This is an optimization exercise on Yosys and OpenROAD, whose aim is small area and a short achievable clock period, not a production implementation. The RTL was checked by simulation tests, not by an equivalence proof against the original design. Power and IR drop assume default switching activity.

--- design/flow/run.sh ---
#!/bin/bash
# synth_recipe.tcl (not shown) runs the flow's synth.tcl, then flattens the netlist and writes it again
# the make line also repeats each setting of config.mk as NAME=value (left out here)
make -C /OpenROAD-flow-scripts/flow DESIGN_CONFIG=/design/flow/config.mk WORK_HOME=/design/flow/orfs CLKGATE_MAP_FILE= SYNTH_SCRIPT=/design/flow/synth_recipe.tcl finish
--- design/flow/config.mk ---
export PLATFORM = sky130hd
export DESIGN_NAME = mem_responder
export DESIGN_NICKNAME = mem_responder
export VERILOG_FILES = /design/flow/design.v
export SDC_FILE = /design/flow/constraint.sdc
export NUM_CORES = 4
export LEC_CHECK = 0
export CAP_MARGIN = 20
export CORE_MARGIN = 2
export CORE_UTILIZATION = 40
export CTS_CLUSTER_DIAMETER = 150
export CTS_CLUSTER_SIZE = 30
export SETUP_SLACK_MARGIN = 2.0
export SLEW_MARGIN = 20
export SYNTH_HIERARCHICAL = 1
export SYNTH_MINIMUM_KEEP_SIZE = 0
--- design/flow/design.v ---
package mem_pkg;
    localparam int unsigned ADDR_W_DEF = 8;
    localparam int unsigned DATA_W_DEF = 16;
endpackage
import mem_pkg::*;
module mem_array
#(
    parameter int unsigned DATA_W = mem_pkg::DATA_W_DEF,
    parameter int unsigned DEPTH  = 200,
    parameter int unsigned NGRP   = 4,
    parameter int unsigned GSIZE  = (DEPTH + NGRP - 1) / NGRP
) (
    input  logic                        clk,
    input  logic [DEPTH-1:0]            we,
    input  logic [DEPTH-1:0]            hold,
    input  logic [DATA_W-1:0]           wdata,
    input  logic [DEPTH-1:0]            sel,
    output logic [NGRP-1:0][DATA_W-1:0] part
);
    localparam int unsigned NTRI = (GSIZE + 2) / 3;
    logic [DEPTH-1:0][DATA_W-1:0] mem;
    for (genvar w = 0; w < DEPTH; w++) begin : g_word
        always_ff @(posedge clk) begin
            mem[w] <= (mem[w] & {DATA_W{hold[w]}}) | (wdata & {DATA_W{we[w]}});
        end
    end
    logic [NGRP*NTRI*3-1:0]             sel_p;
    logic [NGRP*NTRI*3-1:0][DATA_W-1:0] mem_p;
    logic [NGRP*NTRI-1:0][DATA_W-1:0]   tri_n;
    for (genvar g = 0; g < NGRP; g++) begin : g_grp
        for (genvar i = 0; i < NTRI * 3; i++) begin : g_in
            if (g * GSIZE + i < DEPTH && i < GSIZE) begin : g_on
                assign sel_p[g * NTRI * 3 + i] = sel[g * GSIZE + i];
                assign mem_p[g * NTRI * 3 + i] = mem[g * GSIZE + i];
            end else begin : g_off
                assign sel_p[g * NTRI * 3 + i] = 1'b0;
                assign mem_p[g * NTRI * 3 + i] = '0;
            end
        end
    end
    for (genvar j = 0; j < NGRP * NTRI; j++) begin : g_tri
        mem_rd3 #(.DATA_W(DATA_W)) u_rd3 (
            .s   (sel_p[3 * j +: 3]),
            .d   (mem_p[3 * j +: 3]),
            .y_n (tri_n[j])
        );
    end
    always_comb begin
        part = '0;
        for (int g = 0; g < NGRP; g++) begin
            for (int t = 0; t < NTRI; t++) begin
                part[g] = part[g] | ~tri_n[g * NTRI + t];
            end
        end
    end
endmodule
module mem_rd3
#(
    parameter int unsigned DATA_W = mem_pkg::DATA_W_DEF
) (
    input  logic [2:0]             s,
    input  logic [2:0][DATA_W-1:0] d,
    output logic [DATA_W-1:0]      y_n
);
    for (genvar b = 0; b < DATA_W; b++) begin : g_bit
        mem_aoi222 u_aoi (
            .a0 (s[0]), .b0 (d[0][b]),
            .a1 (s[1]), .b1 (d[1][b]),
            .a2 (s[2]), .b2 (d[2][b]),
            .y  (y_n[b])
        );
    end
endmodule
module mem_aoi222 (
    input  logic a0, b0, a1, b1, a2, b2,
    output logic y
);
    assign y = !((a0 && b0) || (a1 && b1) || (a2 && b2));
endmodule
import mem_pkg::*;
module mem_responder
#(
    parameter int unsigned ADDR_W = mem_pkg::ADDR_W_DEF,
    parameter int unsigned DATA_W = mem_pkg::DATA_W_DEF,
    parameter int unsigned DEPTH  = 200,
    parameter int unsigned NGRP   = 4
) (
    input  logic              clk,
    input  logic              rst,
    input  logic              MemRead,
    input  logic              MemWrite,
    input  logic [ADDR_W-1:0] addr,
    input  logic [DATA_W-1:0] wdata,
    output logic [DATA_W-1:0] rdata,
    output logic              ready,
    output logic              busy,
    output logic              err
);
    logic [7:0]        lo_q;       
    logic [7:0]        mid_q;      
    logic [3:0]        hi_q;       
    logic [DATA_W-1:0] wdata_q;
    logic              rd_q;       
    logic              wr_q;       
    logic              bad_q;      
    logic [DEPTH-1:0]  sel_q;      
    logic [NGRP-1:0][DATA_W-1:0] part_q;
    logic              p1_q, p2_q, p3_q;
    logic [3:0]        hwe_q;      
    logic              busy_q, ready_q, err_q;
    logic [DATA_W-1:0] rdata_q;
    logic              accept;
    logic              in_range;
    logic [DEPTH-1:0]  sel;
    logic [DEPTH-1:0]  we;
    logic [DEPTH-1:0]  hold;
    logic [NGRP-1:0][DATA_W-1:0] part;
    logic [DATA_W-1:0] rd_word;
    assign accept   = !busy_q && (MemRead || MemWrite);
    assign in_range = 32'(addr) < DEPTH;
    always_ff @(posedge clk) begin
        if (accept) begin
            for (int i = 0; i < 8; i++) begin
                lo_q[i]  <= (addr[2:0] == 3'(i));
                mid_q[i] <= (addr[5:3] == 3'(i));
            end
            for (int i = 0; i < 4; i++) begin
                hi_q[i] <= (addr[7:6] == 2'(i));
            end
            wdata_q <= wdata;
            rd_q    <= MemRead;
            wr_q    <= MemWrite && !MemRead && in_range;
            bad_q   <= (MemRead && MemWrite) || !in_range;
        end
        sel_q  <= sel;
        part_q <= part;
    end
    always_comb begin
        for (int w = 0; w < DEPTH; w++) begin
            sel[w]  = lo_q[w % 8] && mid_q[(w / 8) % 8] && hi_q[w / 64];
            we[w]   = sel_q[w] && hwe_q[w / 64];
            hold[w] = !we[w];
        end
        rd_word = '0;
        for (int g = 0; g < NGRP; g++) begin
            rd_word = rd_word | part_q[g];
        end
    end
    mem_array #(
        .DATA_W (DATA_W),
        .DEPTH  (DEPTH),
        .NGRP   (NGRP)
    ) u_mem_array (
        .clk   (clk),
        .we    (we),
        .hold  (hold),
        .wdata (wdata_q),
        .sel   (sel_q),
        .part  (part)
    );
    always_ff @(posedge clk or posedge rst) begin
        if (rst) begin
            p1_q    <= 1'b0;
            p2_q    <= 1'b0;
            p3_q    <= 1'b0;
            hwe_q   <= '0;
            busy_q  <= 1'b0;
            ready_q <= 1'b0;
            err_q   <= 1'b0;
            rdata_q <= '0;
        end else begin
            p1_q    <= accept;
            p2_q    <= p1_q;
            p3_q    <= p2_q;
            for (int i = 0; i < 4; i++) begin
                hwe_q[i] <= p2_q && wr_q && hi_q[i];
            end
            busy_q  <= accept || (busy_q && !p3_q);
            ready_q <= p3_q;
            err_q   <= p3_q && bad_q;
            if (p3_q && rd_q) begin
                rdata_q <= bad_q ? '0 : rd_word;
            end
        end
    end
    assign rdata = rdata_q;
    assign ready = ready_q;
    assign busy  = busy_q;
    assign err   = err_q;
endmodule
--- design/flow/constraint.sdc ---
create_clock -name core_clock -period 4.2 [get_ports {clk}]
set_input_delay 0.8400 -clock core_clock [delete_from_list [all_inputs] [get_ports {clk}]]
set_output_delay 0.8400 -clock core_clock [all_outputs]
set_load 0.01 [all_outputs]
==> flow_summary.toml <==
[hold_path]
hold-path-endpoint = "p2_q"
min_from = "p1_q"
whs_path_depth = 0
min_path_type = "reg -> reg"

[cells_and_area]
regArea_um2 = 71500
syn_to_final_growth_pct = 6.60
drive_gt1_frac = 0.112
nFillCells = 28001
layout.cells.most_common_list = "dfxtp_1 (3354), a22o_1 (3000), a222oi_1 (1088), buf_4 (370), nand4_1 (256)"
multi_input_area_um2 = 45200
design_area_um2 = 131000
final_common_cell = "dfxtp_1"
final_nets = 9673

[setup_path]
crit_fanout = 4
r2r-end = "part_q[43]"
r2r_start = "sel_q[118]"
worst-r2r-setup-slack_ps = 1680
critPathKind = "reg -> reg"
worstPathArrival_ps = 3160
start_kind = "register"
ff2ff_path_depth = 4
end_kind = "register"
crit_required_ps = 4840

[clocking]
tritoncts = "yes"
numCtsBuffers = 143
cts_buffer_depth = 4
clock-root-buffer = "clkbuf_16"
clkSlewWorstSetupHoldPaths_ps = 110
cts.sinks = 3529
cts-htree-levels = 4
clkLatencyLatePin_ps = 910
holdBufCountCts = 0

[synth]
synthesis.area_um2 = 123000
synthArstFlopShare = 0.00737
yosysSeqAreaShare = 0.579
yosysUniqueCellTypes = 30
ys.flop_type = "dfxtp_1"
synth_edf_count = 39
synth_seq_cells = 3529
syn_inst = 10105
avgSynthCellArea_um2 = 12.2
yosysWarnings = 8

[power_and_ir_drop]
p_clk_frac = 0.260
seq_power_share = 0.628
pwr-share-comb = 0.112
p_leak_uw = 0.0517
power.switching_uw = 17200
internal_power_uw = 47200
swShare = 0.267
power_density_nw_per_um2 = 491
vdd_ir_drop_max_uv = 415

[route]
drtPass1Iterations = 14
ant_nets = 0
finalWirelength_um = 422000
vias = 94296
routedWlPerCell_um = 30.6
drc_errors = 0
first_iter_violations = 17189
vias_per_cell = 6.83

[sta]
worst_slew_pin_slew_ps = 1280
fin_crit_ps = 2520
setup_violations = 0
fin_crit_sh = 0.599
drv_slew = 0
max_freq_ghz = 0.398
slew_headroom = 0.146
rsz0062_at_grt = "yes"
fin_skew_ps = 74.2
hold_viol_final = 0
setup-tns-final_ps = 0

[placement]
hpwlAfterDp_um = 245000
portBuffers = 46
globalplace.congestion = 0.883
dpl_cell_area_um2 = 124000

[grt]
grt_usage = 0.256
grt_pass1_vias = 87845
grt_start_max_net_pins = 150
grt-ovfl-total = 0
antenna_found_initial = 22
grt_first_pass_wirelength_um = 614000

[floorplan]
io_pins = 47
core.rowCount = 203
die-area_um2 = 312000
core_area_um2 = 306000
die_w_um = 559
fp.dieH_um = 559
start_util = 0.402

[outcome]
outcome = "timing/DRC/antenna clean"

[run]
max_cap_viol_count = 0
[per-module statistics from Yosys, one instance, submodules excluded, a selection]
module / flops+latches / cell area [um^2]
mem_aoi222: 0 / 10.0
mem_responder: 329 / 10700
[layout make-up]
class                   instances  area share
flip-flops and latches       3529       0.545
multi-input cells            5269       0.345
well taps                    4100      0.0391
repair buffers                501      0.0346
clock buffers                 156      0.0283
inverters                     201     0.00681
diodes                         43    0.000821
clock inverters                 2    0.000191
[cell families after synthesis]
family / share of synthesized area
compound gates: 0.320
buf+inv: 0.0646
flops: 0.579
other cells: 0.0000305
simple gates: 0.0370
[power groups by stage]
stage	sequential [uW]	combinational [uW]	clock (uW)
after global routing	40700	7570	18100
after global placement	40900	6360	0
after detailed placement	41000	6560	0
after CTS	40300	6960	17000
final	40400	7190	16800
after floorplan	39700	4430	0
[critical path, stage by stage, from the launching register on]
cell and delay [ps]:
dfxtp_4 380, a222oi_1 700, nand4_1 510, nor4_4 450, nand4_1 240
[per-stage QoR]
stage                     worst slack, ps  hold slack, ps  cells   util  power, uW
after floorplan                      2320             331  10232      -      44100
after global placement               1360             334  13399  0.406      47300
after detailed placement             1320             345  13401  0.406      47500
after CTS                            1670             363  13681  0.425      64200
after global routing                 1690             371  13766  0.428      66400
final                                1680             370  13801  0.429      64300
[worst max path at each step]
| stage | end | from | depth (start not counted) | slack [ps] |
|---|---|---|---|---|
| final | part_q[43] | sel_q[118] | 4 | 1680 |
| after global placement | lo_q[3] | MemRead | 3 | 1360 |
| after floorplan | bad_q | MemRead | 2 | 2320 |
| after detailed placement | lo_q[1] | MemRead | 3 | 1320 |
| after global routing | part_q[43] | sel_q[118] | 4 | 1690 |
| after CTS | rdata[15] | rdata_q[15] | 1 | 1670 |
[per-layer routing]
metal,part of all wire,track usage
met1,0.42,0.360
met2,0.44,0.391
met5,0.00013,0
met4,0.045,0.105
met3,0.093,0.0393
[state kept, by name (all words and copies together), names as in the netlist, 4 cells and up]
register	flops
hi_q	4
hwe_q	4
lo_q	8
mid_q	8
part_q	64
rdata_q	16
sel_q	200
u_mem_array.mem	3200
wdata_q	16
[synth_stat cells (2+ instances only)]
library cell / count / share of area
clkbuf_2: 390 / 0.016
nor2b_1: 2 / 0.00010
a22o_1: 3000 / 0.21
edfxtp_1: 39 / 0.0095
nand2_1: 268 / 0.0082
clkbuf_1: 63 / 0.0019
a22o_2: 200 / 0.016
buf_2: 577 / 0.023
and3b_1: 3 / 0.00021
buf_4: 59 / 0.0036
dfrtp_1: 26 / 0.0053
nor3b_1: 6 / 0.00037
nor4_1: 80 / 0.0041
nand4_1: 256 / 0.013
and2_1: 2 / 0.00010
nor3_1: 3 / 0.00012
a222oi_1: 1088 / 0.089
o2bb2ai_1: 16 / 0.0011
and3_1: 206 / 0.010
buf_6: 124 / 0.011
clkbuf_8: 20 / 0.0022
nor2_1: 6 / 0.00018
inv_1: 201 / 0.0061
dfxtp_1: 3464 / 0.56
[repair_timing]
item / in CTS / in global routing
pin swaps: 173 / 169
endpoints found under the hold margin: 0 / 0
setup endpoints to repair: 1791 / 243
resized for setup: 392 / 104
setup buffers: 122 / 74

-- afterwards: timing with drivers on the ports --
The flow's constraints put no driver on any port. The routed layout listed below was extracted and timed again, unchanged, in two steps. Step 1 (the two cells are an assumption about what drives the block):
set clk [get_ports {clk}]
set_driving_cell -lib_cell sky130_fd_sc_hd__clkbuf_16 $clk
set_driving_cell -lib_cell sky130_fd_sc_hd__buf_2 [delete_from_list [all_inputs] $clk]
Step 2 also shifts input and output timing later by t, the mid clock arrival at the registers, as if the neighbouring blocks saw the same clock. Three values: no drivers, after step 1, after step 2; two values: the first two.
t, ns: 0.979
setup WS [ns]: 1.684 / 1.616 / 1.571
latest minus earliest clock arrival (ns): 0.079 / 0.079
worst data-port slew with drivers (ns): 0.21
pins driven straight from the clock port: 1
After both steps setup and hold are still met in this run. For this run, drivers alone change the setup slack by -0.068 ns; drivers and shift together by -0.113 ns.
